Context: an optimization exercise on an open-source flow, tuned for small area, a short achievable clock period and few clock cycles. The choices shown serve that exercise and are no tape-out recipe. RTL that was checked went through simulation tests only; none was proved equivalent to the original. For runs 1 to 3, only the layout was checked, not whether the RTL still works. Power is estimated from default activity; no workload was simulated.

==> design.v <==
module neuron_state_mem #(
    parameter int DATA_W = 32,
    parameter int DEPTH  = 64,
    parameter int ADDR_W = $clog2(DEPTH)
) (
    input  logic              clk,
    input  logic              reset,
    input  logic              init_start,
    input  logic [DATA_W-1:0] init_value,
    output logic              init_busy,
    output logic              ready,
    input  logic              rd_en,
    input  logic [ADDR_W-1:0] rd_addr,
    output logic [DATA_W-1:0] rd_data,
    output logic              rd_valid,
    input  logic              wr_en,
    input  logic [ADDR_W-1:0] wr_addr,
    input  logic [DATA_W-1:0] wr_data
);
    logic                ready_q;
    logic                busy_q;
    logic [DATA_W-1:0]   init_q;
    logic [DEPTH-1:0]    written_q;
    logic [DATA_W-1:0]   rd_data_q;
    logic                rd_valid_q;
    logic [DATA_W-1:0]   mem [DEPTH];
    logic                keep;
    assign ready     = ready_q;
    assign init_busy = busy_q;
    assign rd_data   = rd_data_q;
    assign rd_valid  = rd_valid_q;
    assign keep = ready_q && !init_start;
    logic              en, bypass, g, use_init;
    logic [3:0]        hw;                     
    logic [3:0]        wq;                     
    logic [DATA_W-1:0] yq [4];                 
    logic [DATA_W-1:0] rd_d;
    assign en     = ready_q && rd_en;
    assign bypass = wr_en && rd_addr == wr_addr;
    assign g      = en && !bypass;
    always_comb begin
        for (int q = 0; q < 4; q++) begin
            yq[q] = mem[{2'(q), rd_addr[3:0]}];
            wq[q] = written_q[{2'(q), rd_addr[3:0]}];
            hw[q] = g && rd_addr[5:4] == 2'(q) && wq[q];
        end
        use_init = !wq[rd_addr[5:4]];
    end
    for (genvar b = 0; b < DATA_W; b++) begin : g_bit
        logic e, ie;
        assign e  = (!en && rd_data_q[b]) || (en && bypass && wr_data[b]);
        assign ie = g && init_q[b];
        nsm_bitfin u_fin (.y({yq[3][b], yq[2][b], yq[1][b], yq[0][b]}), .hw(hw),
                          .use_init(use_init), .ie(ie), .e(e), .d(rd_d[b]));
    end
    always_ff @(posedge clk or negedge reset) begin
        if (!reset) begin
            ready_q    <= 1'b0;
            busy_q     <= 1'b1;
            rd_data_q  <= '0;
            rd_valid_q <= 1'b0;
        end else begin
            ready_q    <= 1'b1;
            busy_q     <= 1'b0;
            rd_valid_q <= en;
            rd_data_q  <= rd_d;
        end
    end
    always_ff @(posedge clk) begin
        if (!ready_q || init_start) init_q <= init_value;
        for (int i = 0; i < DEPTH; i++)
            written_q[i] <= keep && (written_q[i] || (wr_en && wr_addr == ADDR_W'(i)));
    end
    always_ff @(posedge clk) begin
        if (wr_en) mem[wr_addr] <= wr_data;
    end
endmodule
module nsm_bitfin (
    input  logic [3:0] y,
    input  logic [3:0] hw,
    input  logic       use_init,
    input  logic       ie,
    input  logic       e,
    output logic       d
);
    assign d = (hw[0] && y[0]) || (hw[1] && y[1]) || (hw[2] && y[2]) || (hw[3] && y[3]) ||
               (use_init && ie) || e;
endmodule
==> run.sh <==
#!/bin/bash
# synth_recipe.tcl (not shown) runs the flow's synth.tcl, then flattens the netlist and writes it again
# the make line also repeats each setting of config.mk as NAME=value (left out here)
make -C /OpenROAD-flow-scripts/flow DESIGN_CONFIG=/design/flow/config.mk WORK_HOME=/design/flow/orfs CLKGATE_MAP_FILE= SYNTH_SCRIPT=/design/flow/synth_recipe.tcl finish
==> config.mk <==
export PLATFORM = sky130hd
export DESIGN_NAME = neuron_state_mem
export DESIGN_NICKNAME = neuron_state_mem
export VERILOG_FILES = /design/flow/design.v
export SDC_FILE = /design/flow/constraint.sdc
export NUM_CORES = 4
export LEC_CHECK = 0
export CAP_MARGIN = 20
export CORE_MARGIN = 2
export CORE_UTILIZATION = 55
export CTS_CLUSTER_DIAMETER = 120
export CTS_CLUSTER_SIZE = 26
export SETUP_SLACK_MARGIN = 2.2
export SLEW_MARGIN = 20
export SYNTH_HIERARCHICAL = 1
export TNS_END_PERCENT = 5
==> constraint.sdc <==
create_clock -name core_clock -period 4.5 [get_ports {clk}]
set_input_delay 0.9000 -clock core_clock [delete_from_list [all_inputs] [get_ports {clk}]]
set_output_delay 0.9000 -clock core_clock [all_outputs]
set_load 0.01 [all_outputs]
==> impl_metrics.py, run 1 <==
metrics = {
    "cts": {
        "insertion_delay_ns": 0.75,
        "tritoncts": "done",
        "cts_buffer_depth": 3,
        "cts.htree.levels": 3,
        "postCtsHoldBufs": 0,
        "clk_pin_slew_ns": 0.10,
        "cts.sinks": 2179,
        "cts_root_buffer": "clkbuf_16",
        "cts_buffers": 93,
    },
    "drt": {
        "drc": 0,
        "drt_iter0_markers": 5578,
        "via_per_inst": 6.80,
        "ant_nets": 0,
        "wire_per_inst_um": 38.8,
        "wl_mm": 230,
        "vias": 40400,
        "dr.pass1.iters": 10,
    },
    "synth": {
        "syn_avg_cell_area_um2": 23.3,
        "ys_top_cells_by_area": "edfxtp_1 75%, mux4_2 17%, dfxtp_1 1.5%",
        "synth_cell_types": 42,
        "synth_warnings": 8,
        "yosysSeqAreaShare": 0.779,
        "synth-edff-count": 2080,
        "synthCells": 3567,
        "ys.flop_type": "edfxtp_1",
        "syn_nets": 3648,
        "yosys.area.top_type": "edfxtp_1",
        "ys_async_sr_fraction": 0.0161,
        "synth_top_area_frac": 0.752,
        "ys_seq_elements": 2179,
        "synthesis.area_um2": 83000,
    },
    "timing": {
        "rsz0062_at_grt": "true",
        "maxClockFrequency_mhz": 391,
        "slew_headroom": 0.255,
        "drv_slew": 0,
        "final.period_utilization": 0.568,
        "finalCriticalPeriod_ns": 2.56,
        "setup_viol": 0,
        "fin_ws_ns": 1.94,
        "tightest_slew_ns": 1.12,
        "fin_setup_tns_ns": 0,
        "finalHoldViolations": 0,
        "finalClockSkew_ns": 0.0236,
    },
    "critical_path": {
        "criticalPathCategory": "in2reg",
        "cp_max_fo": 33,
        "crit_chain": "dlygate4sd2_1 -> buf_4 -> nor2_1 -> nand3_1 -> nor2_4 -> buf_4",
        "end_kind": "register",
        "critPathArrivalTime_ns": 2.93,
        "start_kind": "input port",
        "cp_common_cell": "buf_4",
        "r2r_slack_ns": 2.27,
        "timing.rr.end": "rd_data_q[19]",
        "cp_slowest_cell": "buf_4",
        "reg2regPathDepth": 6,
        "slowest_delay_ns": 0.62,
        "crit_required_ns": 4.88,
        "rr_startpoint": "mem[5][19]",
    },
    "final_layout": {
        "fin_util": 0.623,
        "area_delta_synth_final_pct": 12.5,
        "fin_nets": 3958,
        "stdcell_area_um2": 93400,
        "drive_gt1_frac": 0.313,
    },
    "place": {
        "dp_hpwl_mm": 128,
        "dpl_cell_area_um2": 88200,
        "dp_slack_ns": 0.656,
        "gp_congestion": 0.952,
        "port_buffers": 115,
    },
    "global_route": {
        "first_global_vias": 40100,
        "grt_max_degree": 66,
        "grt_usage": 0.304,
        "grt_pass1_wl_mm": 317,
        "grt_overflow": 0,
        "antenna_found_initial": 10,
    },
    "floorplanning": {
        "io_pins": 116,
        "dieArea_um2": 154000,
        "initial_core_util": 0.554,
        "coreArea_um2": 150000,
        "die_h_um": 392,
        "rows": 142,
        "die_w_um": 392,
    },
    "run_status": {
        "status": "timing/DRC/antenna clean",
    },
    "power_and_ir_drop": {
        "p_leak_nw": 29.0,
        "max-vdd-ir-drop_mv": 0.300,
        "p_per_area_nw_per_um2": 376,
    },
    "min_path": {
        "hold_path.class": "in2async",
    },
    "run": {
        "cap_viol_max_count": 0,
    },
}
-- synth_stat cells (all sizes together) (4+ instances only) --
library cell     n
edfxtp        2080
buf             84
dfxtp           64
a21oi           51
mux2i           24
nand3           38
nor2b           10
and3            32
and2            15
o21ai           34
nand4            4
mux4           634
nand2           79
nor3             4
a22oi           64
dfrtp           34
o21a            42
clkbuf         103
nor2           117
nand2b           4
a211oi          18
-- what timing repair did --
item                                    in CTS  in global routing
gates cloned                                46                  0
endpoints found under the setup margin    1521                787
buffers inserted                            55                  2
pin swaps                                   31                  0
gates resized for setup                    239                 41
-- worst max-delay path, delay by kind of cell --
family	cells	cell delay, ns
buffers and inverters	3	1.10
and+or+nand+nor	3	0.89
-- metrics by stage --
step,hold slack [ns],cells,total power [mW]
floorplan,0.433,3567,24.1
global placement,0.441,5693,25.3
detailed placement,0.451,5693,25.4
CTS,0.247,5932,35.3
global route,0.317,5936,36.0
finish,0.261,5939,35.1
-- kinds of logic after synthesis --
kind of cell | share of synthesized area
muxes | 0.175
other | 0.0000905
DFF | 0.779
and+or+nand+nor | 0.0172
AOI/OAI and AO/OA | 0.0171
buffers and inverters | 0.0112
xor gates and xnor gates | 0.000633
-- flip-flops by register name, summed over array words and instances (netlist names) --
register / cells
mem: 2048
written_q: 64
init_q: 32
rd_data_q: 32
busy_q: 1
rd_valid_q: 1
ready_q: 1
-- modules after synthesis (local to each module, per instance) --
module            cell area, µm²  flip-flops and latches
neuron_state_mem           82200                    2179
nsm_bitfin                  25.0                       0
-- power breakdown --
part / leakage [nW] / internal (mW) / switching, mW / total [mW]
Clock: 1.25 / 3.97 / 5.93 / 9.89
Combinational: 8.12 / 1.09 / 1.59 / 2.68
Sequential: 19.7 / 22.4 / 0.163 / 22.5
-- worst max-delay path by stage --
stage / from / endpoint / slack [ns] / cells after the start
3_5_place_dp: wr_addr[5] / rd_data_q[29] / 0.66 / 7
2_1_floorplan: wr_addr[3] / mem[44][0] / 1.60 / 4
5_1_grt: wr_addr[1] / mem[57][19] / 1.91 / 6
3_3_place_gp: rd_addr[0] / rd_data_q[11] / 0.73 / 9
6_report: wr_addr[1] / mem[57][18] / 1.94 / 6
4_1_cts: rd_data_q[9] / rd_data[9] / 1.75 / 1
-- cells in the final DEF (no fill, tap or decap), drive strengths merged, types with 3 or more instances in the layout --
cell / n
a211oi: 18
a21oi: 51
a22oi: 64
and2: 15
and3: 32
and4: 4
buf: 318
bufbuf: 12
clkbuf: 144
clkdlybuf4s50: 35
dfrtp: 34
dfxtp: 64
diode: 3
dlygate4sd2: 5
dlymetal6s2s: 12
edfxtp: 2080
inv: 6
mux2: 3
mux2i: 24
mux4: 634
nand2: 79
nand2b: 4
nand3: 38
nand4: 4
nor2: 121
nor2b: 10
nor3: 4
o21a: 42
o21ai: 34
xnor2: 3
xor2: 3
-- layer usage --
metal  up-vias  global-route usage  routed length, µm
met5         -                   0                 27
met4         4              0.0826               7220
met3       344              0.0649              23700
met2      2148               0.471             108000
met1     22100               0.445              90800
li1      15700                   -                  -
-- cell type report --
class / count / area [µm²]
Inverter: 3 / 13.8
Antenna cell: 3 / 7.51
Clock buffer: 133 / 2540
Tap cell: 2016 / 2520
Sequential cell: 2179 / 64600
Clock inverter: 5 / 50.0
Timing Repair Buffer: 394 / 5230
Multi-Input combinational cell: 1206 / 18400
Fill cell: 10000 / 56400
==> inputs of run 2 (changes only) <==
--- a/design.v
+++ b/design.v
@@ -25,19 +25,23 @@
     logic                rd_valid_q;
     logic [DATA_W-1:0]   mem [DEPTH];
     logic                keep;
+    logic                pw_valid_q;       
+    logic [ADDR_W-1:0]   pw_addr_q;
+    logic [DATA_W-1:0]   pw_data_q;
     assign ready     = ready_q;
     assign init_busy = busy_q;
     assign rd_data   = rd_data_q;
     assign rd_valid  = rd_valid_q;
     assign keep = ready_q && !init_start;
-    logic              en, bypass, g, use_init;
+    logic              en, bypass, pend_hit, g, use_init;
     logic [3:0]        hw;                     
     logic [3:0]        wq;                     
     logic [DATA_W-1:0] yq [4];                 
     logic [DATA_W-1:0] rd_d;
     assign en     = ready_q && rd_en;
     assign bypass = wr_en && rd_addr == wr_addr;
-    assign g      = en && !bypass;
+    assign pend_hit = pw_valid_q && rd_addr == pw_addr_q;
+    assign g      = en && !bypass && !pend_hit;
     always_comb begin
         for (int q = 0; q < 4; q++) begin
             yq[q] = mem[{2'(q), rd_addr[3:0]}];
@@ -48,7 +52,8 @@
     end
     for (genvar b = 0; b < DATA_W; b++) begin : g_bit
         logic e, ie;
-        assign e  = (!en && rd_data_q[b]) || (en && bypass && wr_data[b]);
+        assign e  = (!en && rd_data_q[b]) || (en && bypass && wr_data[b]) ||
+                    (en && !bypass && pend_hit && pw_data_q[b]);
         assign ie = g && init_q[b];
         nsm_bitfin u_fin (.y({yq[3][b], yq[2][b], yq[1][b], yq[0][b]}), .hw(hw),
                           .use_init(use_init), .ie(ie), .e(e), .d(rd_d[b]));
@@ -72,7 +77,10 @@
             written_q[i] <= keep && (written_q[i] || (wr_en && wr_addr == ADDR_W'(i)));
     end
     always_ff @(posedge clk) begin
-        if (wr_en) mem[wr_addr] <= wr_data;
+        pw_valid_q <= keep && wr_en;
+        pw_addr_q  <= wr_addr;
+        pw_data_q  <= wr_data;
+        if (pw_valid_q) mem[pw_addr_q] <= pw_data_q;
     end
 endmodule
 module nsm_bitfin (
--- a/config.mk
+++ b/config.mk
@@ -10,7 +10,7 @@
 export CORE_UTILIZATION = 55
 export CTS_CLUSTER_DIAMETER = 120
 export CTS_CLUSTER_SIZE = 26
-export SETUP_SLACK_MARGIN = 2.2
+export SETUP_SLACK_MARGIN = 2.4
 export SLEW_MARGIN = 20
 export SYNTH_HIERARCHICAL = 1
 export TNS_END_PERCENT = 5
==> run 2 against run 1 <==
Effect of this change: now fails the layout checks on antenna rules; global-route usage about the same; wire length is 2.5% higher; critical path depth rose by 6; non-clock buffer count rose by 106; clock power barely moved; core utilization up 0.95 points; setup slack worse by 0.12 ns; critical path type unchanged; critical endpoint is now rd_data_q[1]; highest routed layer unchanged.
==> impl_metrics.py, run 2 <==
metrics = {
    "timing": {
        "maxClockFrequency_mhz": 374,
        "holdWs_ns": 0.178,
        "slew_headroom": 0.214,
        "finalHoldViolations": 0,
        "tightest_slew_ns": 1.18,
        "finalCriticalPeriod_ns": 2.68,
        "drv_slew": 0,
        "final.period_utilization": 0.595,
        "setup_viol": 0,
        "finalClockSkew_ns": 0.0405,
        "rsz0062_at_grt": "true",
    },
    "final_layout": {
        "final_cell_mix": "2080 x edfxtp_1, 628 x mux4_2, 204 x buf_4",
        "layout_commonest_cell": "edfxtp_1",
        "fin_cells": 6163,
        "area_delta_synth_final_pct": 14.2,
        "stdcell_area_um2": 96300,
        "largest_reg_flops": 2048,
        "reg_top3": "mem: 2048 flops, written_q: 64 flops",
        "drive_gt1_frac": 0.335,
        "fin_nets": 4161,
        "regMostFlops": "mem",
    },
    "floorplanning": {
        "dieArea_um2": 156000,
        "coreArea_um2": 152000,
        "die_w_um": 395,
        "io_pins": 116,
        "rows": 143,
        "die_h_um": 395,
        "initial_core_util": 0.554,
    },
    "power_and_ir_drop": {
        "p_int_mw": 27.9,
        "seqPwrFrac": 0.641,
        "max-vdd-ir-drop_mv": 0.329,
        "p_leak_nw": 30.1,
        "p_per_area_nw_per_um2": 370,
        "p_sw_mw": 7.72,
        "clockPowerShare": 0.283,
        "combPwrFrac": 0.075,
        "switching_share": 0.217,
    },
    "synth": {
        "synth_cell_types": 45,
        "ys.flop_type": "edfxtp_1",
        "syn_avg_cell_area_um2": 22.9,
        "synthAdderAreaFrac": 0,
        "synth_top_family_by_area": "multiplexers",
        "synth.area.mux_share": 0.173,
        "yosysSeqAreaShare": 0.776,
        "synth-edff-count": 2080,
        "synthTopCellsByCount": "2080 x edfxtp_1, 628 x mux4_2, 134 x nor2_1",
        "syn_nets": 3759,
        "ys_seq_elements": 2218,
        "ys_async_sr_fraction": 0.0158,
        "yosysMostFrequentCell": "edfxtp_1",
        "yosys.area_share.simple": 0.0198,
        "synthesis.area_um2": 84300,
        "yosys.area.top_type": "edfxtp_1",
        "synth_xor_area_frac": 0.00125,
        "synthCells": 3678,
        "synth_top_area_frac": 0.741,
        "synth_warnings": 8,
        "synth_compound_area_frac": 0.0191,
        "ys_top_cells_by_area": "edfxtp_1 74%, mux4_2 17%, dfxtp_1 2.4%",
    },
    "critical_path": {
        "crit_required_ns": 5.08,
        "start_kind": "input port",
        "criticalPathCategory": "in2reg",
        "crit_chain": "buf_16 -> buf_16 -> buf_8 -> xnor2_2 -> nand4_1 -> nor4_2 -> buf_4 -> nor2_4 -> and2_4 -> buf_12 -> a22oi_2 -> nand3_1",
        "cp_slowest_cell": "a22oi_2",
        "end_kind": "register",
        "cp_common_cell": "buf_16",
        "critPathArrivalTime_ns": 3.26,
        "cp_max_fo": 7,
        "slowest_delay_ns": 0.50,
    },
    "drt": {
        "ant_nets": 1,
        "wl_mm": 236,
        "dr.pass1.iters": 5,
        "drc": 0,
        "vias": 41600,
        "drt_iter0_markers": 5338,
        "wire_per_inst_um": 38.3,
        "via_per_inst": 6.74,
    },
    "cts": {
        "tritoncts": "done",
        "cts_buffers": 95,
        "cts_buffer_depth": 3,
        "cts_root_buffer": "clkbuf_16",
        "cts.sinks": 2218,
        "clk_pin_slew_ns": 0.10,
        "insertion_delay_ns": 0.75,
        "cts.htree.levels": 3,
    },
    "place": {
        "port_buffers": 115,
        "dp_cells": 5816,
        "dp_hpwl_mm": 122,
        "gp_congestion": 0.866,
        "dpl_cell_area_um2": 89300,
    },
    "global_route": {
        "grt_max_degree": 98,
        "grt_overflow": 0,
        "grt_pass1_wl_mm": 325,
        "grt_usage": 0.304,
        "first_global_vias": 41200,
        "antenna_found_initial": 18,
    },
    "min_path": {
        "hold_path.class": "in2async",
    },
    "run_status": {
        "status": "finished with violations",
        "so_faults": "antenna rules",
    },
    "run": {
        "cap_viol_max_count": 0,
    },
}
[run 2: changes by cell type after synthesis, moves of 13 or more]
cell,previous run,this run
mux2i_1,24,40
o21a_1,42,0
a221o_1,0,30
a21oi_1,51,112
and3_1,32,4
buf_6,18,5
nor3_1,4,17
and2_1,15,66
buf_2,48,85
dfxtp_1,64,103
o21ai_0,34,0
nand2_1,79,22
nor2_1,117,134
[run 2: per-module statistics from Yosys (local to each module, per instance)]
module | cells | cell area [µm²]
nsm_bitfin | 4 | 25.0
neuron_state_mem | 3550 | 83500
[run 2: kinds of logic after synthesis]
kind of cell           after synthesis
multiplexers                       668
other                                2
AND/OR/NAND/NOR                    336
XOR/XNOR                            12
flip-flops                        2218
AO/OA/AOI/OAI                      240
buffers and inverters              202
[run 2: area by class of cell]
cell class | instances | area (µm²)
repair buffers | 500 | 6380
fillers | 10100 | 55800
multi-input cells | 1262 | 19200
inverters | 3 | 11.3
diodes | 10 | 25.0
clock buffers | 136 | 2590
well taps | 2030 | 2540
flip-flops and latches | 2218 | 65500
clock inverters | 4 | 53.8
[run 2: repair_timing]
item / in CTS / in global routing
hold buffers: 0 / 0
setup endpoints to repair: 2115 / 1634
gates resized for setup: 338 / 99
gates cloned: 57 / 3
buffers inserted: 120 / 16
pin swaps: 74 / 32
[run 2: path summary, 6_finish.rpt]
| path | from | endpoint | depth (start not counted) | slack, ns |
|---|---|---|---|---|
| max in group asynchronous | reset | rd_data_q[25] | 1 | 3.79 |
| min reg2reg | written_q[3] | written_q[3] | 2 | 0.47 |
| min in group core_clock | wr_addr[4] | pw_addr_q[4] | 1 | 0.33 |
| min | reset | rd_data_q[16] | 1 | 0.18 |
| max | rd_addr[0] | rd_data_q[1] | 12 | 1.82 |
| max reg2reg | pw_addr_q[3] | rd_data_q[1] | 9 | 1.88 |
[run 2: power by group through the flow]
stage | Sequential [mW] | Combinational (mW) | Clock, mW
2_1_floorplan | 23.3 | 1.16 | 0
6_report | 22.8 | 2.68 | 10.1
4_1_cts | 22.8 | 2.64 | 10.3
3_3_place_gp | 23.3 | 2.18 | 0
3_5_place_dp | 23.3 | 2.22 | 0
5_1_grt | 22.9 | 2.78 | 10.9
[run 2: layer usage]
metal	track usage	share of wire	vias up
li1	-	-	16300
met4	0.0994	0.036	10
met5	0	0.00028	-
met1	0.419	0.38	22700
met2	0.491	0.49	2214
met3	0.0639	0.096	311
[run 2: stage by stage]
step	worst slack, ns	power (mW)	util	TNS [ns]
after detailed placement	-0.0440	25.5	0.587	-0.0444
after global routing	1.91	36.5	0.633	0
after floorplan	1.15	24.5	-	0
after global placement	-0.0457	25.5	0.587	-0.0522
final	1.82	35.6	0.633	0
after CTS	1.80	35.7	0.630	0
[run 2: worst max-delay path: cells and delay by family]
family | cells | cell delay (ns)
and+or+nand+nor | 5 | 0.94
buffers and inverters | 5 | 0.78
AOI/OAI and AO/OA | 1 | 0.50
xor gates and xnor gates | 1 | 0.10
==> inputs of run 3 (changes only) <==
==> flow/run.sh (new file) <==
#!/bin/bash
# Standard layout, with the port buffers made from plain buffers instead of delay cells.
set -euo pipefail
export BUFFER_PORTS_ARGS="-buffer_cell sky130_fd_sc_hd__buf_4"
bash standard.sh finish > standard_finish.log 2>&1
==> standard.sh (new file) <==
#!/bin/bash
# synth_recipe.tcl (not shown) runs the flow's synth.tcl, then flattens the netlist and writes it again
# the make line also repeats each setting of config.mk as NAME=value (left out here)
make -C /OpenROAD-flow-scripts/flow DESIGN_CONFIG=/design/flow/config.mk WORK_HOME=/design/flow/orfs CLKGATE_MAP_FILE= SYNTH_SCRIPT=/design/flow/synth_recipe.tcl "${@:-finish}"
removed: run.sh
==> run 3 against run 2 <==
Effect of this change: the run now finishes clean; register-to-register slack better by 0.11 ns; count of clock-buffer cells in the layout is 10 higher; clock power hardly changed; fmax is 3.3% higher; setup slack better by 0.085 ns; flip-flop and latch count stayed put; core utilization is 0.80 points lower; synthesized cell count stayed put; final area is 1.3% lower; first-iteration DRC count is 1.9% higher; critical path depth is 2 lower; largest power group unchanged.
==> impl_metrics.py, run 3 <==
metrics = {
    "run_status": {
        "status": "timing/DRC/antenna clean",
    },
    "power_and_ir_drop": {
        "p_int_mw": 27.8,
        "p_per_area_nw_per_um2": 376,
        "max-vdd-ir-drop_mv": 0.308,
        "combPwrFrac": 0.075,
        "seqPwrFrac": 0.641,
        "report.power.total_mw": 35.7,
        "p_leak_nw": 29.7,
        "switching_share": 0.220,
        "clockPowerShare": 0.284,
        "p_sw_mw": 7.85,
    },
    "final_layout": {
        "drive_gt1_frac": 0.341,
        "fin_nets": 4111,
        "stdcell_area_um2": 95000,
        "reg_top3": "mem: 2048 flops, written_q: 64 flops",
        "final_cell_mix": "2080 x edfxtp_1, 628 x mux4_2, 327 x buf_4",
        "largest_reg_flops": 2048,
        "layout_commonest_cell": "edfxtp_1",
        "regMostFlops": "mem",
        "area_delta_synth_final_pct": 12.8,
        "fin_util": 0.625,
        "fin_cells": 6115,
    },
    "cts": {
        "cts_root_buffer": "clkbuf_16",
        "clk_pin_slew_ns": 0.10,
        "postCtsHoldBufs": 0,
        "tritoncts": "done",
        "cts.htree.levels": 3,
        "cts.sinks": 2218,
        "insertion_delay_ns": 0.76,
        "cts_buffers": 95,
        "cts_buffer_depth": 3,
    },
    "global_route": {
        "grt_pass1_wl_mm": 326,
        "antenna_found_initial": 7,
        "grt_overflow": 0,
        "first_global_vias": 40900,
        "grt_max_degree": 98,
        "grt_usage": 0.304,
    },
    "critical_path": {
        "critPathArrivalTime_ns": 3.23,
        "start_kind": "input port",
        "crit_required_ns": 5.14,
        "cp_max_fo": 8,
        "r2r_slack_ns": 1.99,
        "end_kind": "register",
        "criticalPathCategory": "in2reg",
    },
    "synth": {
        "yosysMostFrequentCell": "edfxtp_1",
        "ys_top_cells_by_area": "edfxtp_1 74%, mux4_2 17%, dfxtp_1 2.4%",
        "synth_top_area_frac": 0.741,
        "ys_async_sr_fraction": 0.0158,
        "yosys.area.top_type": "edfxtp_1",
        "ys.flop_type": "edfxtp_1",
        "synth-edff-count": 2080,
        "synthCells": 3678,
        "synth_warnings": 8,
        "syn_avg_cell_area_um2": 22.9,
        "syn_nets": 3759,
        "ys_seq_elements": 2218,
        "synthesis.area_um2": 84300,
        "synth_cell_types": 45,
        "synthTopCellsByCount": "2080 x edfxtp_1, 628 x mux4_2, 134 x nor2_1",
        "yosysSeqAreaShare": 0.776,
    },
    "floorplanning": {
        "coreArea_um2": 152000,
        "dieArea_um2": 156000,
        "rows": 143,
        "initial_core_util": 0.554,
        "die_w_um": 395,
        "die_h_um": 395,
        "io_pins": 116,
    },
    "timing": {
        "holdWs_ns": 0.165,
        "setup_viol": 0,
        "finalClockSkew_ns": 0.0289,
        "fin_setup_tns_ns": 0,
        "final.period_utilization": 0.576,
        "rsz0062_at_grt": "true",
        "slew_headroom": 0.295,
        "drv_slew": 0,
        "finalCriticalPeriod_ns": 2.59,
        "finalHoldViolations": 0,
        "tightest_slew_ns": 1.06,
        "fin_ws_ns": 1.91,
        "maxClockFrequency_mhz": 386,
    },
    "drt": {
        "wire_per_inst_um": 39.1,
        "drt_iter0_markers": 5441,
        "drc": 0,
        "dr.pass1.iters": 5,
        "via_per_inst": 6.82,
        "vias": 41700,
        "ant_nets": 0,
        "wl_mm": 239,
    },
    "min_path": {
        "hold_path.class": "in2async",
    },
    "place": {
        "dp_slack_ns": 0.447,
        "dp_cells": 5820,
        "gp_congestion": 0.871,
        "port_buffers": 115,
        "dpl_cell_area_um2": 89200,
        "dp_hpwl_mm": 127,
    },
    "run": {
        "cap_viol_max_count": 0,
    },
}
## run 3: changes by cell type in the layout (fill, tap and decap cells not counted), sizes merged, moves of 7 or more
cell,previous run,this run
clkdlybuf4s50,67,0
buf,386,422
dlygate4sd2,16,0
clkbuf,145,159
diode,10,2
dlymetal6s2s,7,0
## run 3: per-module statistics from Yosys, one instance, submodules excluded
module | copies in the design | cell area, µm² | cells inside
neuron_state_mem | 1 | 83500 | 3550
nsm_bitfin | 32 | 25.0 | 4
## run 3: worst max-delay path: stages
cell	delay, ns
buf_16	0.14
buf_16	0.16
buf_16	0.18
buf_12	0.15
buf_12	0.11
mux4_2	0.51
mux4_2	0.59
a22oi_2	0.26
buf_4	0.15
nand3_2	0.05
## run 3: power by group through the flow
stage / sequential, mW / combinational [mW] / clock (mW)
finish: 22.9 / 2.67 / 10.1
global route: 22.9 / 2.76 / 10.9
CTS: 22.9 / 2.53 / 10.3
detailed placement: 23.3 / 2.29 / 0
global placement: 23.3 / 2.26 / 0
floorplan: 23.3 / 1.16 / 0
## run 3: layout make-up
cell class	count	area, µm²
Fill cell	10200	57000
Clock inverter	4	53.8
Inverter	3	11.3
Clock buffer	146	2630
Antenna cell	2	5.00
Tap cell	2030	2540
Timing Repair Buffer	449	5240
Multi-Input combinational cell	1263	19100
Sequential cell	2218	65500
## run 3: per-layer routing
metal / vias to the layer above / wire length (µm) / share of wire / GRT usage
met5: - / 49 / 0.00020 / 0
met4: 8 / 8020 / 0.034 / 0.0868
met3: 318 / 22200 / 0.093 / 0.0565
met2: 2204 / 117000 / 0.49 / 0.491
met1: 23000 / 91400 / 0.38 / 0.431
li1: 16200 / - / - / -
## run 3: cell families after synthesis
kind of cell | share of synthesized area
and+or+nand+nor | 0.0198
buffers and inverters | 0.0112
DFF | 0.776
xor gates and xnor gates | 0.00125
muxes | 0.173
AOI/OAI and AO/OA | 0.0191
other | 0.0000891
## run 3: worst paths after layout
kind | from | to | cells after the start
max | rd_addr[0] | rd_data_q[8] | 10
min | reset | rd_data_q[1] | 1
max reg2reg | pw_valid_q | mem[56][18] | 4
min reg2reg | written_q[28] | written_q[28] | 2
max in group asynchronous | reset | rd_data_q[29] | 1
min in group core_clock | wr_data[2] | pw_data_q[2] | 1
## run 3: repair_timing
item / CTS / global route
gates resized for setup: 136 / 94
setup buffers: 61 / 38
pin swaps: 24 / 26
endpoints found under the hold margin: 0 / 0
setup endpoints to repair: 2100 / 1779
gates cloned: 31 / 12
==> inputs of run 4 (changes only) <==
--- a/design.v
+++ b/design.v
@@ -25,8 +25,8 @@
     logic                rd_valid_q;
     logic [DATA_W-1:0]   mem [DEPTH];
     logic                keep;
-    logic                pw_valid_q;       
-    logic [ADDR_W-1:0]   pw_addr_q;
+    logic [7:0]          pw_hi_q;          
+    logic [7:0]          pw_lo_q;
     logic [DATA_W-1:0]   pw_data_q;
     assign ready     = ready_q;
     assign init_busy = busy_q;
@@ -40,15 +40,27 @@
     logic [DATA_W-1:0] rd_d;
     assign en     = ready_q && rd_en;
     assign bypass = wr_en && rd_addr == wr_addr;
-    assign pend_hit = pw_valid_q && rd_addr == pw_addr_q;
+    assign pend_hit = pw_hi_q[rd_addr[5:3]] && pw_lo_q[rd_addr[2:0]];
     assign g      = en && !bypass && !pend_hit;
+    logic [3:0] s0, s1;                        
     always_comb begin
         for (int q = 0; q < 4; q++) begin
-            yq[q] = mem[{2'(q), rd_addr[3:0]}];
+            s0[q] = rd_addr[1:0] == 2'(q);
+            s1[q] = rd_addr[3:2] == 2'(q);
             wq[q] = written_q[{2'(q), rd_addr[3:0]}];
             hw[q] = g && rd_addr[5:4] == 2'(q) && wq[q];
         end
         use_init = !wq[rd_addr[5:4]];
+    end
+    for (genvar q = 0; q < 4; q++) begin : g_quarter
+        for (genvar b = 0; b < DATA_W; b++) begin : g_bit
+            logic [3:0] l1;
+            for (genvar k = 0; k < 4; k++) begin : g_l1
+                nsm_sel4 u_l1 (.s(s0), .d({mem[16*q+4*k+3][b], mem[16*q+4*k+2][b],
+                                           mem[16*q+4*k+1][b], mem[16*q+4*k][b]}), .y(l1[k]));
+            end
+            nsm_sel4 u_l2 (.s(s1), .d(l1), .y(yq[q][b]));
+        end
     end
     for (genvar b = 0; b < DATA_W; b++) begin : g_bit
         logic e, ie;
@@ -77,11 +89,21 @@
             written_q[i] <= keep && (written_q[i] || (wr_en && wr_addr == ADDR_W'(i)));
     end
     always_ff @(posedge clk) begin
-        pw_valid_q <= keep && wr_en;
-        pw_addr_q  <= wr_addr;
-        pw_data_q  <= wr_data;
-        if (pw_valid_q) mem[pw_addr_q] <= pw_data_q;
+        for (int j = 0; j < 8; j++) begin
+            pw_hi_q[j] <= keep && wr_en && wr_addr[5:3] == 3'(j);
+            pw_lo_q[j] <= wr_addr[2:0] == 3'(j);
+        end
+        pw_data_q <= wr_data;
+        for (int i = 0; i < DEPTH; i++)
+            if (pw_hi_q[i/8] && pw_lo_q[i%8]) mem[i] <= pw_data_q;
     end
+endmodule
+module nsm_sel4 (
+    input  logic [3:0] s,
+    input  logic [3:0] d,
+    output logic       y
+);
+    assign y = (s[0] && d[0]) || (s[1] && d[1]) || (s[2] && d[2]) || (s[3] && d[3]);
 endmodule
 module nsm_bitfin (
     input  logic [3:0] y,
--- a/config.mk
+++ b/config.mk
@@ -13,4 +13,4 @@
 export SETUP_SLACK_MARGIN = 2.4
 export SLEW_MARGIN = 20
 export SYNTH_HIERARCHICAL = 1
-export TNS_END_PERCENT = 5
+export TNS_END_PERCENT = 100
==> run 4 against run 3 <==
Effect of this change: flip-flop and latch count is 9 higher; wire length is 1.5% higher; sequential share of layout area is 3.4 points higher; critical endpoint is now rd_data_q[23]; area after synthesis is 3.4% lower; largest power group unchanged; register-to-register slack better by 0.12 ns; fmax is 8.6% higher; via count is 15% higher; synthesized cell count is 29% higher; cell count is 17% higher.
==> impl_metrics.py, run 4 <==
metrics = {
    "run_status": {
        "status": "timing/DRC/antenna clean",
    },
    "synth": {
        "ys_seq_elements": 2227,
        "synth_top_area_frac": 0.767,
        "synth_top_family_by_area": "compound AO/OA/AOI/OAI gates",
        "synth_xor_area_frac": 0.000645,
        "synthTopCellsByCount": "2080 x edfxtp_1, 1346 x a22oi_1, 650 x nand2_1",
        "synthCells": 4740,
        "yosysMostFrequentCell": "edfxtp_1",
        "synth-edff-count": 2080,
        "ys_async_sr_fraction": 0.0157,
        "syn_avg_cell_area_um2": 17.2,
        "ys_top_cells_by_area": "edfxtp_1 77%, a22oi_1 12%, nand2_1 3.0%",
        "synthAdderAreaFrac": 0,
        "ys.flop_type": "edfxtp_1",
        "yosysSeqAreaShare": 0.805,
        "synth_warnings": 10,
        "syn_nets": 4821,
        "yosys.area.top_type": "edfxtp_1",
        "yosys.area_share.simple": 0.0476,
        "synth_cell_types": 41,
        "synth_compound_area_frac": 0.137,
        "synth.area.mux_share": 0.00673,
        "synthesis.area_um2": 81400,
    },
    "cts": {
        "cts_buffer_depth": 3,
        "clk_pin_slew_ns": 0.11,
        "cts.htree.levels": 3,
        "cts.sinks": 2227,
        "cts_buffers": 95,
        "postCtsHoldBufs": 0,
        "tritoncts": "done",
        "cts_root_buffer": "clkbuf_16",
        "insertion_delay_ns": 0.77,
    },
    "final_layout": {
        "fin_util": 0.617,
        "fin_nets": 5216,
        "fillers": 10800,
        "reg_top3": "mem: 2048 flops, written_q: 64 flops",
        "final_cell_mix": "2080 x edfxtp_1, 1301 x a22oi_1, 611 x nand2_1",
        "drive_gt1_frac": 0.138,
        "area_delta_synth_final_pct": 11.6,
        "regMostFlops": "mem",
        "largest_reg_flops": 2048,
        "layout_commonest_cell": "edfxtp_1",
        "stdcell_area_um2": 90900,
    },
    "timing": {
        "finalHoldViolations": 0,
        "drv_slew": 0,
        "tightest_slew_ns": 1.18,
        "final.period_utilization": 0.530,
        "rsz0062_at_grt": "true",
        "finalClockSkew_ns": 0.0395,
        "setup_viol": 0,
        "slew_headroom": 0.216,
        "finalCriticalPeriod_ns": 2.39,
        "holdWs_ns": 0.130,
        "maxClockFrequency_mhz": 419,
    },
    "critical_path": {
        "reg2regPathDepth": 10,
        "start_kind": "register",
        "cp_max_fo": 8,
        "end_kind": "register",
        "criticalPathCategory": "reg2reg",
        "critPathArrivalTime_ns": 3.08,
        "r2r_slack_ns": 2.11,
        "crit_required_ns": 5.20,
    },
    "place": {
        "gp_congestion": 0.874,
        "port_buffers": 115,
        "dpl_cell_area_um2": 86500,
        "dp_hpwl_mm": 129,
    },
    "floorplanning": {
        "rows": 141,
        "die_w_um": 389,
        "io_pins": 116,
        "coreArea_um2": 147000,
        "die_h_um": 389,
        "initial_core_util": 0.553,
        "dieArea_um2": 151000,
    },
    "drt": {
        "via_per_inst": 6.70,
        "wire_per_inst_um": 34.0,
        "wl_mm": 243,
        "drc": 0,
        "vias": 47800,
        "dr.pass1.iters": 6,
        "drt_iter0_markers": 6344,
        "ant_nets": 0,
    },
    "global_route": {
        "first_global_vias": 45000,
        "grt_max_degree": 137,
        "antenna_found_initial": 14,
        "grt_overflow": 0,
        "grt_pass1_wl_mm": 336,
        "grt_usage": 0.314,
    },
    "min_path": {
        "hold_path.class": "in2async",
    },
    "power_and_ir_drop": {
        "p_leak_nw": 30.1,
        "max-vdd-ir-drop_mv": 0.301,
        "p_per_area_nw_per_um2": 393,
        "report.power.total_mw": 35.7,
    },
    "run": {
        "cap_viol_max_count": 0,
    },
}
==> run 4: cell types whose count changed after synthesis, moves of 41 or more <==
cell      before   now
a22oi_1       66  1346
nand2_1       22   650
mux4_2       628    10
buf_2         85    12
clkbuf_1      96    27
nor2_1       134    77
and2_1        66   107
==> run 4: final cells by class <==
class,count,area [µm²],area share
diodes,6,15.0,0.000165
clock buffers,158,2700,0.0297
clock inverters,4,37.5,0.000413
inverters,1,3.75,0.0000413
multi-input cells,2478,16300,0.180
flip-flops and latches,2227,65700,0.723
well taps,1930,2410,0.0266
repair buffers,332,3660,0.0403
==> run 4: critical path, stage by stage (launching register included) <==
cell and delay, ns:
dfxtp_1 0.33, mux4_2 0.47, a22o_1 0.25, a31oi_4 0.24
o221ai_2 0.17, nor3_4 0.25, buf_6 0.17, buf_12 0.11
buf_16 0.15, a22oi_1 0.09, nand3_1 0.09
==> run 4: metrics by stage <==
stage / TNS, ns / std cells / setup WS, ns
final: 0 / 7136 / 2.11
after global routing: 0 / 7132 / 2.07
after CTS: 0 / 7109 / 2.11
after detailed placement: 0 / 6914 / 0.753
after global placement: 0 / 6913 / 0.871
after floorplan: -111.89 / 4740 / -3.50
==> run 4: power by group <==
| part | switching [mW] | internal [mW] | total (mW) | leakage [nW] |
|---|---|---|---|---|
| Sequential | 0.203 | 22.7 | 22.9 | 20.1 |
| Combinational | 1.75 | 0.804 | 2.56 | 8.75 |
| Clock | 6.12 | 4.16 | 10.3 | 1.31 |
| Total | 8.07 | 27.7 | 35.7 | 30.1 |
==> run 4: worst paths after layout <==
check,from,to
max,written_q[61],rd_data_q[23]
min,reset,rd_data_q[22]
max reg2reg,written_q[61],rd_data_q[23]
min reg2reg,written_q[35],written_q[35]
max in group asynchronous,reset,rd_data_q[23]
min in group core_clock,wr_data[28],pw_data_q[28]
==> run 4: logic make-up after synthesis <==
| group | count (synthesis) |
|---|---|
| flops | 2227 |
| compound gates | 1514 |
| simple gates | 914 |
| buf+inv | 45 |
| mux | 32 |
| xor+xnor | 6 |
| other cells | 2 |
==> run 4: per-module statistics from Yosys, one instance, submodules excluded <==
module | flip-flops and latches | copies in the design | cells inside
neuron_state_mem | 2227 | 1 | 2692
nsm_bitfin | 0 | 32 | 4
nsm_sel4 | 0 | 640 | 3
==> run 4: layer usage <==
| metal | global-route usage | wire length, µm | vias up |
|---|---|---|---|
| li1 | - | - | 20300 |
| met1 | 0.458 | 97600 | 24900 |
| met2 | 0.479 | 111000 | 2378 |
| met3 | 0.0601 | 24600 | 297 |
| met4 | 0.107 | 8970 | 4 |
| met5 | 0 | 30 | - |
==> run 4: repair_timing <==
action,in CTS,in global routing
setup buffers,21,10
setup endpoints to repair,236,91
gates resized for setup,116,116
pin swaps,8,47
cloned,12,11
Testbench counts of run 4, summed over its fixed seeds: cycles 6,955.
==> inputs of run 5 (changes only) <==
--- a/config.mk
+++ b/config.mk
@@ -13,4 +13,4 @@
 export SETUP_SLACK_MARGIN = 2.4
 export SLEW_MARGIN = 20
 export SYNTH_HIERARCHICAL = 1
-export TNS_END_PERCENT = 100
+export TNS_END_PERCENT = 2
==> run 5 against run 4 <==
Effect of this change: highest routed layer unchanged; largest cell class unchanged; non-clock buffer count shrank 11; critical path type is now in2reg; wire length decreased by 0.86%; fmax fell by 2.1%; largest power group unchanged; still clean.
==> impl_metrics.py, run 5 <==
metrics = {
    "floorplanning": {
        "rows": 141,
        "initial_core_util": 0.553,
        "dieArea_um2": 151000,
        "coreArea_um2": 147000,
        "io_pins": 116,
        "die_w_um": 389,
        "die_h_um": 389,
    },
    "global_route": {
        "grt_usage": 0.315,
        "first_global_vias": 45800,
        "grt_max_degree": 96,
        "grt_overflow": 0,
        "grt_pass1_wl_mm": 338,
        "antenna_found_initial": 11,
    },
    "critical_path": {
        "start_kind": "input port",
        "crit_required_ns": 5.13,
        "end_kind": "register",
        "critPathArrivalTime_ns": 3.06,
        "criticalPathCategory": "in2reg",
        "cp_max_fo": 63,
    },
    "drt": {
        "dr.pass1.iters": 5,
        "vias": 47800,
        "drt_iter0_markers": 6264,
        "met2_length_mm": 110,
        "maxUsedRoutingLayer": "met5",
        "wl_met3_mm": 23.4,
        "ant_nets": 0,
        "wl_mm": 240,
        "via_per_inst": 6.72,
        "met1Wirelength_mm": 96.0,
        "drc": 0,
        "wire_per_inst_um": 33.8,
    },
    "final_layout": {
        "final_cell_mix": "2080 x edfxtp_1, 1326 x a22oi_1, 608 x nand2_1",
        "stdcell_area_um2": 90400,
        "fin_nets": 5199,
        "fin_cells": 7115,
        "reg_top3": "mem: 2048 flops, written_q: 64 flops",
        "area_delta_synth_final_pct": 11.0,
        "largest_reg_flops": 2048,
        "layout_commonest_cell": "edfxtp_1",
        "drive_gt1_frac": 0.126,
        "regMostFlops": "mem",
    },
    "synth": {
        "yosysMostFrequentCell": "edfxtp_1",
        "ys_top_cells_by_area": "edfxtp_1 77%, a22oi_1 12%, nand2_1 3.0%",
        "synth-edff-count": 2080,
        "yosysSeqAreaShare": 0.805,
        "ys_async_sr_fraction": 0.0157,
        "yosys.area.top_type": "edfxtp_1",
        "syn_avg_cell_area_um2": 17.2,
        "synth_cell_types": 41,
        "ys.flop_type": "edfxtp_1",
        "synth_top_area_frac": 0.767,
        "syn_nets": 4821,
        "synthesis.area_um2": 81400,
        "synthCells": 4740,
        "synth_warnings": 10,
        "synthTopCellsByCount": "2080 x edfxtp_1, 1346 x a22oi_1, 650 x nand2_1",
        "ys_seq_elements": 2227,
    },
    "power_and_ir_drop": {
        "p_per_area_nw_per_um2": 395,
        "max-vdd-ir-drop_mv": 0.402,
        "clockPowerShare": 0.288,
        "p_sw_mw": 8.04,
        "p_int_mw": 27.6,
        "seqPwrFrac": 0.642,
        "combPwrFrac": 0.070,
        "switching_share": 0.225,
        "p_leak_nw": 30.0,
    },
    "place": {
        "dpl_cell_area_um2": 86400,
        "gp_congestion": 0.879,
        "port_buffers": 115,
        "dp_slack_ns": 0.516,
        "dp_hpwl_mm": 133,
        "dp_cells": 6898,
    },
    "cts": {
        "cts_buffer_depth": 3,
        "clk_pin_slew_ns": 0.11,
        "cts.htree.levels": 3,
        "postCtsHoldBufs": 0,
        "cts_root_buffer": "clkbuf_16",
        "tritoncts": "done",
        "insertion_delay_ns": 0.75,
        "cts_buffers": 95,
        "cts.sinks": 2227,
    },
    "timing": {
        "drv_slew": 0,
        "slew_headroom": 0.237,
        "finalClockSkew_ns": 0.0233,
        "finalHoldViolations": 0,
        "holdWs_ns": 0.190,
        "final.period_utilization": 0.542,
        "rsz0062_at_grt": "true",
        "tightest_slew_ns": 1.15,
        "fin_ws_ns": 2.06,
        "maxClockFrequency_mhz": 410,
        "finalCriticalPeriod_ns": 2.44,
        "setup_viol": 0,
    },
    "min_path": {
        "hold_path.class": "in2async",
    },
    "run": {
        "cap_viol_max_count": 0,
    },
    "run_status": {
        "status": "timing/DRC/antenna clean",
    },
}
run 5: final timing paths:
path,startpoint,endpoint,slack [ns],cells past startpoint
min reg2reg,written_q[57],written_q[57],0.47,2
max reg2reg,written_q[29],rd_data_q[21],2.11,6
min,reset,rd_data_q[9],0.19,1
max in group asynchronous,reset,rd_data_q[4],3.79,1
min in group core_clock,wr_data[12],pw_data_q[12],0.26,1
max,rd_addr[1],rd_data_q[21],2.06,10
run 5: cells by family (layout without fill, tap and decap cells):
family	Yosys count	in the layout	synth area share
AO/OA/AOI/OAI	1514	1514	0.137
XOR/XNOR	6	6	0.000645
buffers and inverters	45	483	0.00244
flip-flops	2227	2227	0.805
multiplexers	32	32	0.00673
other	2	5	0.0000922
AND/OR/NAND/NOR	914	918	0.0476
run 5: per-layer routing:
metal,up-vias,track usage
li1,20200,-
met1,24700,0.453
met2,2438,0.478
met3,407,0.0641
met4,4,0.125
met5,-,0
run 5: metrics by stage:
step | power [mW] | util | setup TNS (ns)
3_5_place_dp | 25.7 | 0.587 | 0
4_1_cts | 35.7 | 0.613 | 0
6_report | 35.7 | 0.614 | 0
5_1_grt | 36.5 | 0.614 | 0
3_3_place_gp | 25.7 | 0.587 | 0
2_1_floorplan | 24.5 | - | -112.14
run 5: cell type report:
type                    count  area (µm²)
flip-flops and latches   2227       65700
fillers                 10800       56900
multi-input cells        2472       16200
repair buffers            321        3400
clock buffers             157        2700
well taps                1930        2410
clock inverters             4        37.5
inverters                   1        7.51
diodes                      3        7.51
run 5: power by group through the flow:
stage                     Sequential, mW  Clock [mW]  Combinational (mW)
final                               22.9        10.3                2.50
after CTS                           22.9        10.4                2.45
after global routing                22.9        11.0                2.63
after floorplan                     23.4           0                1.13
after global placement              23.4           0                2.32
after detailed placement            23.4           0                2.33
run 5: timing repair:
item,CTS,global route
resized for setup,125,21
setup buffers,38,2
endpoints found under the setup margin,773,125
cloned,11,1
pin swaps,15,3
run 5: critical path: stages:
cell and delay [ns]:
bufbuf_16 0.28, nor2b_4 0.15, buf_4 0.17, buf_12 0.21
a22oi_1 0.20, nand2_1 0.07, a22oi_1 0.32, nand2_2 0.24
a22oi_2 0.35, nand3_1 0.12
run 5: Yosys stat by module, one instance, submodules excluded:
module,cells,flip-flops and latches
neuron_state_mem,2692,2227
nsm_sel4,3,0
nsm_bitfin,4,0
==> inputs of run 6 (changes only) <==
--- a/config.mk
+++ b/config.mk
@@ -13,4 +13,4 @@
 export SETUP_SLACK_MARGIN = 2.4
 export SLEW_MARGIN = 20
 export SYNTH_HIERARCHICAL = 1
-export TNS_END_PERCENT = 2
+export TNS_END_PERCENT = 5
==> run 6 against run 5 <==
Effect of this change: sequential power is essentially flat; flip-flop and latch count is the same; area after synthesis is the same; worst hold slack lost 0.067 ns; setup slack gained 0.084 ns; fmax grew 3.6%; first-iteration DRC count grew 3.8%; via count grew 0.37%; final area is essentially flat; wire length grew 2.3%; critical path depth shrank 9; clock skew grew 0.0090 ns; highest routed layer unchanged.
==> impl_metrics.py, run 6 <==
metrics = {
    "synth": {
        "ys_seq_elements": 2227,
        "synth_warnings": 10,
        "syn_nets": 4821,
        "yosys.area.top_type": "edfxtp_1",
        "yosysMostFrequentCell": "edfxtp_1",
        "yosysSeqAreaShare": 0.805,
        "ys.flop_type": "edfxtp_1",
        "synth_compound_area_frac": 0.137,
        "synth.area.mux_share": 0.00673,
        "synthCells": 4740,
        "synth_xor_area_frac": 0.000645,
        "synthAdderAreaFrac": 0,
        "ys_top_cells_by_area": "edfxtp_1 77%, a22oi_1 12%, nand2_1 3.0%",
        "synthesis.area_um2": 81400,
        "synth_top_area_frac": 0.767,
        "synth_top_family_by_area": "compound AO/OA/AOI/OAI gates",
        "syn_avg_cell_area_um2": 17.2,
        "yosys.area_share.simple": 0.0476,
        "ys_async_sr_fraction": 0.0157,
        "synth_cell_types": 41,
        "synthTopCellsByCount": "2080 x edfxtp_1, 1346 x a22oi_1, 650 x nand2_1",
        "synth-edff-count": 2080,
    },
    "floorplanning": {
        "coreArea_um2": 147000,
        "initial_core_util": 0.553,
        "die_h_um": 389,
        "die_w_um": 389,
        "io_pins": 116,
        "rows": 141,
        "dieArea_um2": 151000,
    },
    "timing": {
        "finalHoldViolations": 0,
        "tightest_slew_ns": 1.12,
        "setup_viol": 0,
        "slew_headroom": 0.252,
        "rsz0062_at_grt": "true",
        "drv_slew": 0,
        "maxClockFrequency_mhz": 425,
        "finalCriticalPeriod_ns": 2.35,
        "finalClockSkew_ns": 0.0323,
        "final.period_utilization": 0.523,
    },
    "power_and_ir_drop": {
        "report.power.total_mw": 35.7,
        "seqPwrFrac": 0.643,
        "p_int_mw": 27.6,
        "max-vdd-ir-drop_mv": 0.341,
        "p_leak_nw": 30.0,
        "clockPowerShare": 0.287,
        "p_per_area_nw_per_um2": 395,
        "p_sw_mw": 8.13,
        "combPwrFrac": 0.070,
        "switching_share": 0.228,
    },
    "critical_path": {
        "end_kind": "output pin",
        "crit_required_ns": 3.60,
        "start_kind": "register",
        "critPathArrivalTime_ns": 1.45,
        "cp_max_fo": 2,
        "cp_slowest_cell": "dfrtp_2",
        "critical-path-top-delay-family": "flip-flops",
        "cp.buffers_inverters": 1,
        "slowest_delay_ns": 0.53,
        "criticalPathCategory": "reg2out",
        "crit_chain": "buf_6",
    },
    "final_layout": {
        "largest_reg_flops": 2048,
        "layout_commonest_cell": "edfxtp_1",
        "final_cell_mix": "2080 x edfxtp_1, 1327 x a22oi_1, 602 x nand2_1",
        "fin_util": 0.613,
        "fin_cells": 7135,
        "fin_nets": 5216,
        "regMostFlops": "mem",
        "reg_top3": "mem: 2048 flops, written_q: 64 flops",
        "drive_gt1_frac": 0.132,
        "area_delta_synth_final_pct": 11.0,
        "stdcell_area_um2": 90400,
    },
    "global_route": {
        "grt_busiest_layer": "met2",
        "grtUsageMet1": 0.450,
        "grt_pass1_wl_mm": 340,
        "antenna_found_initial": 16,
        "grt_max_degree": 117,
        "grt_use_met3": 0.0704,
        "grtUsageMet2": 0.494,
        "grt_overflow": 0,
        "grt_usage": 0.318,
        "first_global_vias": 45500,
    },
    "drt": {
        "drc": 0,
        "via_per_inst": 6.73,
        "drt_iter0_markers": 6499,
        "dr.pass1.iters": 8,
        "wl_mm": 246,
        "wire_per_inst_um": 34.5,
        "ant_nets": 0,
        "vias": 48000,
    },
    "cts": {
        "cts_buffer_depth": 3,
        "cts_buffers": 95,
        "cts_root_buffer": "clkbuf_16",
        "cts.htree.levels": 3,
        "cts.sinks": 2227,
        "tritoncts": "done",
        "clk_pin_slew_ns": 0.11,
        "postCtsHoldBufs": 0,
        "insertion_delay_ns": 0.76,
    },
    "min_path": {
        "hold_path.class": "in2async",
    },
    "place": {
        "port_buffers": 115,
        "gp_congestion": 0.941,
        "dp_cells": 6897,
        "dp_hpwl_mm": 134,
        "dpl_cell_area_um2": 86300,
    },
    "run_status": {
        "status": "timing/DRC/antenna clean",
    },
    "run": {
        "cap_viol_max_count": 0,
    },
}
[run 6: area by class of cell]
class	count	area, µm²
Antenna cell	7	17.5
Clock buffer	155	2650
Clock inverter	5	46.3
Fill cell	10800	56900
Inverter	1	3.75
Multi-Input combinational cell	2473	16100
Sequential cell	2227	65700
Tap cell	1930	2410
Timing Repair Buffer	337	3420
[run 6: cell families after synthesis]
logic type,after synthesis
other,2
AND/OR/NAND/NOR,914
AO/OA/AOI/OAI,1514
buffers and inverters,45
XOR/XNOR,6
multiplexers,32
flip-flops,2227
[run 6: metal layers]
| layer | vias to the layer above | wire length, µm |
|---|---|---|
| met5 | - | 52 |
| met4 | 8 | 9790 |
| met3 | 358 | 24800 |
| met2 | 2385 | 114000 |
| met1 | 25000 | 97500 |
| li1 | 20300 | - |
[run 6: worst paths after layout]
check / depth (start not counted) / from / slack (ns) / end
max in group asynchronous: 1 / reset / 3.88 / ready_q
hold reg to reg: 2 / written_q[30] / 0.47 / written_q[30]
setup / recovery: 1 / rd_data_q[26] / 2.15 / rd_data[26]
min in group core_clock: 1 / wr_data[10] / 0.25 / pw_data_q[10]
hold / removal: 1 / reset / 0.12 / rd_data_q[9]
setup reg to reg: 7 / written_q[24] / 2.16 / rd_data_q[27]
[run 6: power by group through the flow]
stage / Sequential, mW / Combinational, mW / Clock, mW
global placement: 23.4 / 2.30 / 0
global route: 22.9 / 2.63 / 10.9
CTS: 22.9 / 2.39 / 10.3
floorplan: 23.4 / 1.13 / 0
finish: 22.9 / 2.51 / 10.2
detailed placement: 23.4 / 2.31 / 0
[run 6: stage by stage]
step / hold slack, ns / setup slack, ns / setup TNS (ns)
finish: 0.123 / 2.15 / 0
global route: 0.140 / 2.12 / 0
CTS: 0.110 / 2.14 / 0
detailed placement: 0.453 / 0.639 / 0
global placement: 0.440 / 0.649 / 0
floorplan: 0.428 / -3.50 / -112.08
[run 6: modules after synthesis, one instance, submodules excluded]
| module | copies in the design | flops+latches | area (µm²) |
|---|---|---|---|
| nsm_sel4 | 640 | 0 | 18.8 |
| neuron_state_mem | 1 | 2227 | 68600 |
| nsm_bitfin | 32 | 0 | 25.0 |
[run 6: what timing repair did]
| item | in CTS | in global routing |
|---|---|---|
| pin swaps | 9 | 7 |
| setup endpoints to repair | 317 | 71 |
| buffers inserted | 31 | 22 |
| gates resized for setup | 104 | 85 |
| gates cloned | 8 | 8 |
==> inputs of run 7 (changes only) <==
--- a/config.mk
+++ b/config.mk
@@ -6,6 +6,7 @@
 export NUM_CORES = 4
 export LEC_CHECK = 0
 export CAP_MARGIN = 20
+export CORE_ASPECT_RATIO = 0.6
 export CORE_MARGIN = 2
 export CORE_UTILIZATION = 55
 export CTS_CLUSTER_DIAMETER = 120
==> run 7 against run 6 <==
Effect of this change: clock power about the same; largest cell class unchanged; cell count fell by 0.36%; flip-flop and latch count unchanged; setup slack got worse by 0.13 ns; clock skew is 0.0018 ns lower; wire length down 3.9%; worst hold slack improved by 0.10 ns; register-to-register slack got worse by 0.12 ns; final area decreased by 0.44%.
==> impl_metrics.py, run 7 <==
metrics = {
    "final_layout": {
        "reg_top3": "mem: 2048 flops, written_q: 64 flops",
        "layout_commonest_cell": "edfxtp_1",
        "area_delta_synth_final_pct": 10.5,
        "fin_nets": 5199,
        "final_cell_mix": "2080 x edfxtp_1, 1321 x a22oi_1, 645 x nand2_1",
        "fin_util": 0.611,
        "largest_reg_flops": 2048,
        "regMostFlops": "mem",
        "fin_cells": 7109,
        "n_antenna_cell": 0,
        "drive_gt1_frac": 0.118,
    },
    "critical_path": {
        "cp_max_fo": 65,
        "crit_required_ns": 5.13,
        "timing.rr.end": "rd_data_q[20]",
        "rr_startpoint": "written_q[31]",
        "criticalPathCategory": "in2reg",
        "start_kind": "input port",
        "cp.buffers_inverters": 3,
        "crit_chain": "buf_6 -> nor2b_4 -> buf_12 -> buf_12 -> a22oi_1 -> nand2_1 -> a22oi_1 -> nand2_2 -> a22oi_1 -> nand3_1",
        "reg2regPathDepth": 9,
        "startpoint": "rd_addr[0]",
        "critical-path-top-delay-family": "compound AO/OA/AOI/OAI gates",
        "r2r_slack_ns": 2.04,
        "end_kind": "register",
        "cp_common_cell": "a22oi_1",
        "cp_slowest_cell": "a22oi_1",
        "slowest_delay_ns": 0.41,
        "critPathArrivalTime_ns": 3.11,
    },
    "place": {
        "dp_cells": 6923,
        "port_buffers": 115,
        "gp_congestion": 0.862,
        "dp_hpwl_mm": 135,
    },
    "floorplanning": {
        "rows": 109,
        "die_w_um": 501,
        "initial_core_util": 0.553,
        "die_h_um": 302,
        "io_pins": 116,
        "dieArea_um2": 151000,
        "coreArea_um2": 147000,
    },
    "run_status": {
        "status": "timing/DRC/antenna clean",
    },
    "synth": {
        "syn_nets": 4821,
        "yosysMostFrequentCell": "edfxtp_1",
        "ys.flop_type": "edfxtp_1",
        "synthTopCellsByCount": "2080 x edfxtp_1, 1346 x a22oi_1, 650 x nand2_1",
        "yosysSeqAreaShare": 0.805,
        "ys_top_cells_by_area": "edfxtp_1 77%, a22oi_1 12%, nand2_1 3.0%",
        "synth_top_area_frac": 0.767,
        "ys_async_sr_fraction": 0.0157,
        "syn_avg_cell_area_um2": 17.2,
        "synth_warnings": 10,
        "synthCells": 4740,
        "yosys.area.top_type": "edfxtp_1",
        "synth-edff-count": 2080,
        "synth_cell_types": 41,
        "ys_seq_elements": 2227,
        "synthesis.area_um2": 81400,
    },
    "timing": {
        "finalCriticalPeriod_ns": 2.48,
        "tightest_slew_ns": 1.01,
        "setup_viol": 0,
        "maxClockFrequency_mhz": 403,
        "rsz0062_at_grt": "true",
        "final.period_utilization": 0.551,
        "slew_headroom": 0.329,
        "finalHoldViolations": 0,
        "finalClockSkew_ns": 0.0305,
        "drv_slew": 0,
    },
    "cts": {
        "cts_root_buffer": "clkbuf_16",
        "cts_buffer_depth": 3,
        "cts.sinks": 2227,
        "insertion_delay_ns": 0.74,
        "tritoncts": "done",
        "cts_buffers": 95,
        "cts.htree.levels": 3,
        "clk_pin_slew_ns": 0.11,
    },
    "global_route": {
        "grt_max_degree": 91,
        "grt_usage": 0.310,
        "grt_pass1_wl_mm": 335,
        "antenna_found_initial": 7,
        "grt_overflow": 0,
        "first_global_vias": 44400,
    },
    "power_and_ir_drop": {
        "p_leak_nw": 29.9,
        "p_per_area_nw_per_um2": 393,
        "max-vdd-ir-drop_mv": 0.293,
    },
    "drt": {
        "ant_nets": 0,
        "vias": 47800,
        "dr.pass1.iters": 8,
        "via_per_inst": 6.73,
        "wire_per_inst_um": 33.3,
        "drc": 0,
        "drt_iter0_markers": 6864,
        "wl_mm": 236,
    },
    "run": {
        "cap_viol_max_count": 0,
    },
    "min_path": {
        "hold_path.class": "in2async",
    },
}
==> run 7: cell counts after synthesis <==
No cell type changed its count.
==> run 7: through the flow <==
step	worst slack (ns)	hold slack [ns]	power [mW]	instance area [µm²]	setup TNS, ns
2_1_floorplan	-3.50	0.428	24.5	81500	-112.08
3_3_place_gp	0.629	0.441	25.6	86400	0
3_5_place_dp	0.549	0.452	25.6	86400	0
4_1_cts	2.05	0.185	35.4	89800	0
5_1_grt	2.01	0.219	36.2	90000	0
6_report	2.02	0.226	35.3	90000	0
==> run 7: modules after synthesis, one instance, submodules excluded <==
| module | copies in the design | flip-flops and latches |
|---|---|---|
| nsm_bitfin | 32 | 0 |
| nsm_sel4 | 640 | 0 |
| neuron_state_mem | 1 | 2227 |
==> run 7: worst max path at each step <==
stage,end,slack [ns],cells after the start
global route,rd_data_q[1],2.01,11
global placement,rd_data_q[11],0.63,9
detailed placement,rd_data_q[13],0.55,9
finish,rd_data_q[5],2.02,10
floorplan,rd_data_q[0],-3.50,10
CTS,rd_data_q[30],2.05,9
==> run 7: logic make-up (layout without fill, tap and decap cells) <==
| family | Yosys count | after routing | share of synthesized area |
|---|---|---|---|
| other | 2 | 2 | 0.0000922 |
| buffers and inverters | 45 | 467 | 0.00244 |
| AO/OA/AOI/OAI | 1514 | 1514 | 0.137 |
| multiplexers | 32 | 32 | 0.00673 |
| flip-flops | 2227 | 2227 | 0.805 |
| AND/OR/NAND/NOR | 914 | 919 | 0.0476 |
| XOR/XNOR | 6 | 6 | 0.000645 |
==> run 7: layer usage <==
| metal | up-vias | global-route usage | part of all wire | wire, µm |
|---|---|---|---|---|
| li1 | 20200 | - | - | - |
| met1 | 24700 | 0.498 | 0.44 | 103000 |
| met2 | 2667 | 0.435 | 0.43 | 101000 |
| met3 | 289 | 0.0563 | 0.10 | 24800 |
| met4 | 8 | 0.0911 | 0.032 | 7540 |
| met5 | - | 0 | 0.00023 | 54 |
==> run 7: timing repair <==
action                     in CTS  in global routing
cloned                         11                  0
buffers inserted               26                  1
gates resized for setup        74                 30
hold buffers                    0                  0
setup endpoints to repair     371                 88
pin swaps                       9                 13
==> run 7: cell type report <==
| class | count | area [µm²] |
|---|---|---|
| fill | 10800 | 57200 |
| tap | 1942 | 2430 |
| timing repair buffer | 320 | 3170 |
| clock inverter | 1 | 11.3 |
| inverter | 1 | 3.75 |
| sequential | 2227 | 65700 |
| multi-input combinational | 2473 | 16100 |
| clock buffer | 145 | 2610 |
==> run 7: where the power goes <==
part           internal (mW)  switching [mW]
registers               22.7           0.235
logic                  0.729            1.57
clock network           4.04            6.06
==> run 7: worst reg2reg max path: cells and delay by family (launching register included) <==
| kind | cells | cell delay, ns |
|---|---|---|
| muxes | 2 | 1.00 |
| and+or+nand+nor | 3 | 0.53 |
| buffers and inverters | 3 | 0.43 |
| DFF | 1 | 0.34 |
| AOI/OAI and AO/OA | 1 | 0.11 |
==> inputs of run 8 (changes only) <==
--- a/config.mk
+++ b/config.mk
@@ -6,11 +6,11 @@
 export NUM_CORES = 4
 export LEC_CHECK = 0
 export CAP_MARGIN = 20
-export CORE_ASPECT_RATIO = 0.6
 export CORE_MARGIN = 2
 export CORE_UTILIZATION = 55
 export CTS_CLUSTER_DIAMETER = 120
 export CTS_CLUSTER_SIZE = 26
+export GPL_ROUTABILITY_DRIVEN = 0
 export SETUP_SLACK_MARGIN = 2.4
 export SLEW_MARGIN = 20
 export SYNTH_HIERARCHICAL = 1
==> run 8 against run 7 <==
Effect of this change: non-clock buffer count up 17; highest routed layer unchanged; worst hold slack lost 0.10 ns; flip-flop and latch count unchanged; cell count increased by 0.37%; wire length is 4.0% higher; die area about the same.
==> impl_metrics.py, run 8 <==
metrics = {
    "timing": {
        "drv_slew": 0,
        "finalCriticalPeriod_ns": 2.35,
        "finalClockSkew_ns": 0.0323,
        "fin_ws_ns": 2.15,
        "maxClockFrequency_mhz": 425,
        "slew_headroom": 0.252,
        "setup_viol": 0,
        "finalHoldViolations": 0,
    },
    "synth": {
        "synthCells": 4740,
        "yosysMostFrequentCell": "edfxtp_1",
        "synth-edff-count": 2080,
        "synth_cell_types": 41,
        "synthTopCellsByCount": "2080 x edfxtp_1, 1346 x a22oi_1, 650 x nand2_1",
        "ys.flop_type": "edfxtp_1",
        "syn_nets": 4821,
        "synth_top_area_frac": 0.767,
    },
    "power_and_ir_drop": {
        "combPwrFrac": 0.070,
        "p_sw_mw": 8.13,
        "max-vdd-ir-drop_mv": 0.341,
    },
    "critical_path": {
        "timing.critical_path.to": "rd_data[26]",
        "start_kind": "register",
        "criticalPathCategory": "reg2out",
        "critPathArrivalTime_ns": 1.45,
        "crit_chain": "buf_6",
        "slowest_delay_ns": 0.53,
        "end_kind": "output pin",
    },
    "drt": {
        "wl_met3_mm": 24.8,
        "met2_length_mm": 114,
        "met1Wirelength_mm": 97.5,
        "dr.pass1.iters": 8,
        "wl_mm": 246,
        "ant_nets": 0,
        "vias": 48000,
    },
    "final_layout": {
        "fillers": 10800,
        "stdcell_area_um2": 90400,
        "multi_input_area_um2": 16100,
        "reg_top3": "mem: 2048 flops, written_q: 64 flops",
    },
    "cts": {
        "clk_pin_slew_ns": 0.11,
        "cts_root_buffer": "clkbuf_16",
        "insertion_delay_ns": 0.76,
        "tritoncts": "done",
    },
    "global_route": {
        "antenna_found_initial": 16,
        "grt_usage": 0.318,
        "grt_overflow": 0,
        "grt_pass1_wl_mm": 340,
    },
    "floorplanning": {
        "die_w_um": 389,
        "die_h_um": 389,
    },
    "run": {
        "cap_viol_max_count": 0,
    },
    "run_status": {
        "status": "timing/DRC/antenna clean",
    },
}
## run 8: how the worst min path moves through the flow
stage | from | end | slack, ns
after global placement | written_q[32] | written_q[32] | 0.44
final | reset | rd_data_q[9] | 0.12
after global routing | reset | rd_data_q[9] | 0.14
after floorplan | written_q[19] | written_q[19] | 0.43
after detailed placement | written_q[34] | written_q[34] | 0.45
after CTS | reset | rd_data_q[9] | 0.11
## run 8: final cells by class
class | count | area share
flip-flops and latches | 2227 | 0.727
multi-input cells | 2473 | 0.178
repair buffers | 337 | 0.0379
clock buffers | 155 | 0.0293
well taps | 1930 | 0.0267
clock inverters | 5 | 0.000512
diodes | 7 | 0.000194
inverters | 1 | 0.0000415
## run 8: metrics by stage
| stage | total power, mW | util | hold slack, ns | std cells | TNS [ns] |
|---|---|---|---|---|---|
| 2_1_floorplan | 24.5 | - | 0.428 | 4740 | -112.08 |
| 3_3_place_gp | 25.7 | 0.586 | 0.440 | 6896 | 0 |
| 3_5_place_dp | 25.7 | 0.586 | 0.453 | 6897 | 0 |
| 4_1_cts | 35.7 | 0.609 | 0.110 | 7096 | 0 |
| 5_1_grt | 36.5 | 0.613 | 0.140 | 7129 | 0 |
| 6_report | 35.7 | 0.613 | 0.123 | 7135 | 0 |
## run 8: cell families (layout without fill, tap and decap cells)
logic type | count (synthesis) | after routing | synth area share
muxes | 32 | 32 | 0.00673
buffers and inverters | 45 | 498 | 0.00244
AOI/OAI and AO/OA | 1514 | 1514 | 0.137
other | 2 | 9 | 0.0000922
and+or+nand+nor | 914 | 919 | 0.0476
xor gates and xnor gates | 6 | 6 | 0.000645
DFF | 2227 | 2227 | 0.805
## run 8: per-module statistics from Yosys, one instance, submodules excluded
module            cells inside  times used  area (µm²)  flops+latches
neuron_state_mem          2692           1       68600           2227
nsm_sel4                     3         640        18.8              0
nsm_bitfin                   4          32        25.0              0
## run 8: power groups by stage
stage / registers (mW) / clock network, mW / logic [mW]
6_report: 22.9 / 10.2 / 2.51
5_1_grt: 22.9 / 10.9 / 2.63
4_1_cts: 22.9 / 10.3 / 2.39
3_5_place_dp: 23.4 / 0 / 2.31
3_3_place_gp: 23.4 / 0 / 2.30
2_1_floorplan: 23.4 / 0 / 1.13
## run 8: repair_timing
action / 4_1_cts / 5_1_grt
cloned: 8 / 8
setup endpoints to repair: 317 / 71
hold endpoints to repair: 0 / 0
setup buffers: 31 / 22
pin swaps: 9 / 7
resized for setup: 104 / 85
## run 8: metal layers
layer	track usage	vias up
li1	-	20300
met1	0.450	25000
met2	0.494	2385
met3	0.0704	358
met4	0.109	8
met5	0	-

Setup slack of run 8, layout unchanged: 2.148 ns with ideal ports, 1.937 ns with driving cells assumed (clock clkbuf_16, inputs buf_2), 1.096 ns with port delays also shifted by the 0.841 ns mid clock arrival.
